What follows belongs to an exercise in optimizing a design on an open flow for small area, a short achievable clock period and few clock cycles per item; a production flow would make more cautious choices.
Only simulation tests tie the RTL to the original design; equivalence was not proved.
Power figures rest on the tool's default switching activity, not on a simulated workload.

Setup of red:
// step_sequencer_with_key_debounce_top
module step_sequencer_with_key_debounce_top #(
   parameter int CHANNELS = sqd_pkg::DEFAULT_CHANNELS,
   parameter int SETTLE_READS = sqd_pkg::DEFAULT_SETTLE_READS
) (
   input  logic clock,
   input  logic reset,
   input  logic req_valid,
   output logic req_ready,
   input  logic [1:0] req_mode,
   input  logic [sqd_pkg::KEY_W-1:0] req_scan_bits,
   input  logic [sqd_pkg::CH_W-1:0] req_wr_channel,
   input  logic [sqd_pkg::STEP_W-1:0] req_wr_step,
   input  logic [sqd_pkg::NOTE_W-1:0] req_wr_note,
   input  logic req_wr_enabled,
   output logic rsp_valid,
   input  logic rsp_ready,
   output logic rsp_advanced,
   output logic [sqd_pkg::STEP_W-1:0] rsp_step_index,
   output logic [sqd_pkg::CV_W-1:0] rsp_cv_first,
   output logic [sqd_pkg::CV_W-1:0] rsp_cv_second,
   output logic rsp_gate_first,
   output logic rsp_gate_second,
   output logic rsp_gate_drum,
   output logic [sqd_pkg::STEPS-1:0] rsp_led_mask,
   output logic [sqd_pkg::KEY_W-1:0] rsp_keys_down,
   input  logic csr_valid,
   output logic csr_ready,
   input  logic [1:0] csr_index,
   input  logic [sqd_pkg::CSR_DATA_W-1:0] csr_data
);
clock: 10.0 ns
lec_check: 0
cap_margin: 20
core_margin: 2
core_utilization: 65
slew_margin: 20
tns_end_percent: 100
standard.sh (not shown) runs the stock make flow with config.mk's settings and CLKGATE_MAP_FILE= SYNTH_SCRIPT=/design/flow/synth_recipe.tcl, a recipe that flattens the netlist after the stock synthesis.
==> flow/flow/run.sh <==
#!/bin/bash
# Standard layout with three changes to how it is made:
#  - timing repair aims past the clock period: repair_timing works until every path has
#    6.7 ns of setup slack at the 10 ns clock;
#  - every port still gets its own buffer, but the smallest one (buf_1);
#  - the clock tree uses clkbuf_8 buffers, clustering up to 14 sinks per leaf buffer,
#    with no dummy loads.
set -euo pipefail
export SETUP_SLACK_MARGIN=6.7
export BUFFER_PORTS_ARGS="-buffer_cell sky130_fd_sc_hd__buf_1"
export CTS_ARGS="-sink_clustering_enable -repair_clock_nets -sink_clustering_size 14 -sink_clustering_max_diameter 60 -dont_use_dummy_load -buf_list sky130_fd_sc_hd__clkbuf_8"
bash standard.sh > standard.log 2>&1
Per the final summary, red finished and its layout is clean on timing, DRC and antenna.
Testbench counts of red, summed over its fixed seeds: cycles 19,296, items 19,200.
Edits applied to the flow inputs when going from red to blue:
diff --git a/flow/flow/run.sh b/flow/flow/run.sh
--- a/flow/flow/run.sh
+++ b/flow/flow/run.sh
@@ -3,3 +3,3 @@
 #  - timing repair aims past the clock period: repair_timing works until every path has
-#    6.7 ns of setup slack at the 10 ns clock;
+#    6.6 ns of setup slack at the 10 ns clock;
 #  - every port still gets its own buffer, but the smallest one (buf_1);
@@ -8,3 +8,3 @@
 set -euo pipefail
-export SETUP_SLACK_MARGIN=6.7
+export SETUP_SLACK_MARGIN=6.6
 export BUFFER_PORTS_ARGS="-buffer_cell sky130_fd_sc_hd__buf_1"
==> comparison <==
blue did not stop at any stage, and its layout met the timing, DRC and antenna checks. Diff red..blue | via count | negligible. In the flow results for blue and red, the share of post-route cells with drive strength above 1 is larger on red. Comparing red against blue, there is no change at all in xor/xnor share of the synthesized area.
Input changes introduced in green (baseline for comparison: blue):
==> flow/flow/run.sh <==
#!/bin/bash
# Standard layout with three changes to how it is made:
#  - timing repair aims past the clock period: repair_timing works until every path has
#    6.6 ns of setup slack at the 10 ns clock;
#  - every port still gets its own buffer, but the smallest one (buf_1);
#  - clock tree sinks are clustered up to 25 per leaf buffer, with no dummy loads.
set -euo pipefail
export SETUP_SLACK_MARGIN=6.6
export BUFFER_PORTS_ARGS="-buffer_cell sky130_fd_sc_hd__buf_1"
export CTS_ARGS="-sink_clustering_enable -repair_clock_nets -sink_clustering_size 25 -sink_clustering_max_diameter 60 -dont_use_dummy_load"
bash standard.sh > standard.log 2>&1
[summary]
green and blue ended up with nearly the same wire length of the first global-routing pass.
green packs its core tighter than blue.
Relative to blue, maximum frequency decreased by 5.5 MHz in green.
Final design area excluding fillers: green vs blue up about 0.7%
## Diff of input files: orange against green
==> flow/flow/run.sh <==
#!/bin/bash
# Standard layout, with timing repair aiming past the clock period: repair_timing keeps
# working until every path has 7 ns of setup slack at the 10 ns clock.
set -euo pipefail
export SETUP_SLACK_MARGIN=7
bash standard.sh > standard.log 2>&1
### Flow results
Minimum setup slack in the final design (lower): orange. Going from green to orange, the post-cts repair resize count was found to have gone up by 2000%. Comparing green and orange, the higher power consumed by the clock network was measured on orange. [orange] clock period minus worst slack rose 0.0091 ns relative to green. Delta (orange minus green): total area of sequential cells has remained practically unchanged, CTS buffer count now larger, switching power total up about 20%.
Inputs modified between orange and purple:
==> flow/flow/run.sh <==
#!/bin/bash
# Standard layout with three changes to how it is made:
#  - timing repair aims past the clock period: repair_timing works until every path has
#    6.6 ns of setup slack at the 10 ns clock;
#  - every port still gets its own buffer, but the smallest one (buf_1);
#  - the clock tree uses clkbuf_8 buffers, clustering up to 14 sinks per leaf buffer,
#    with no dummy loads.
set -euo pipefail
export SETUP_SLACK_MARGIN=6.6
export BUFFER_PORTS_ARGS="-buffer_cell sky130_fd_sc_hd__buf_1"
export CTS_ARGS="-sink_clustering_enable -repair_clock_nets -sink_clustering_size 14 -sink_clustering_max_diameter 60 -dont_use_dummy_load -buf_list sky130_fd_sc_hd__clkbuf_8"
bash standard.sh > standard.log 2>&1
diff --git a/flow/config.mk b/flow/config.mk
--- a/flow/config.mk
+++ b/flow/config.mk
@@ -9,3 +9,3 @@
 export CORE_MARGIN = 2
-export CORE_UTILIZATION = 65
+export CORE_UTILIZATION = 72
 export SLEW_MARGIN = 20
==> comparison <==
From orange to purple the numbers moved as follows: number of buffers added for setup after CTS went down 62, die outline height went down 10 um. Looking at critical path's slowest cell, the nor3_4 result is from orange; the dfxtp_2 one comes from purple. Compared with orange, purple shows a first-pass GRT wire length that is 9.7% lower. Looking at horizontal extent of the die, purple sits 4.9% below orange. Comparing combinational power for orange and purple, the bigger number came from orange.

==> separate check: timing with driven ports <==
The results above use ideal ports. As a check the final layouts listed here were re-extracted and re-timed, cells and wires unchanged. Step 1, drivers: a clkbuf_16 drives clock and a buf_2 each remaining input, both assumed. Step 2 moves the port delays by t, midway between the first and last clock arrival at a register: inputs arrive t later, outputs are due t later. That takes back most of the time a late clock gives input paths. a / b / c = ideal ports / drivers / drivers and shift; a / b = the first two.
run	t (ns)	setup WS [ns]	worst hold slack (ns)	worst data-port slew with drivers (ns)
red	0.708	6.641 / 6.581 / 5.976	0.409 / 0.409 / 0.409	0.05
blue	0.698	6.643 / 6.622 / 5.973	0.456 / 0.456 / 0.456	0.04
green	0.629	6.580 / 6.616 / 5.987	0.451 / 0.451 / 0.451	0.04
orange	0.690	6.571 / 6.589 / 5.899	0.455 / 0.455 / 0.455	0.18
purple	0.702	6.440 / 6.440 / 5.975	0.452 / 0.452 / 0.452	0.06
After both steps every run listed still meets setup and hold. The setup slack of orange, which loses most, moves by +0.018 ns with the drivers and by -0.672 ns with both steps.
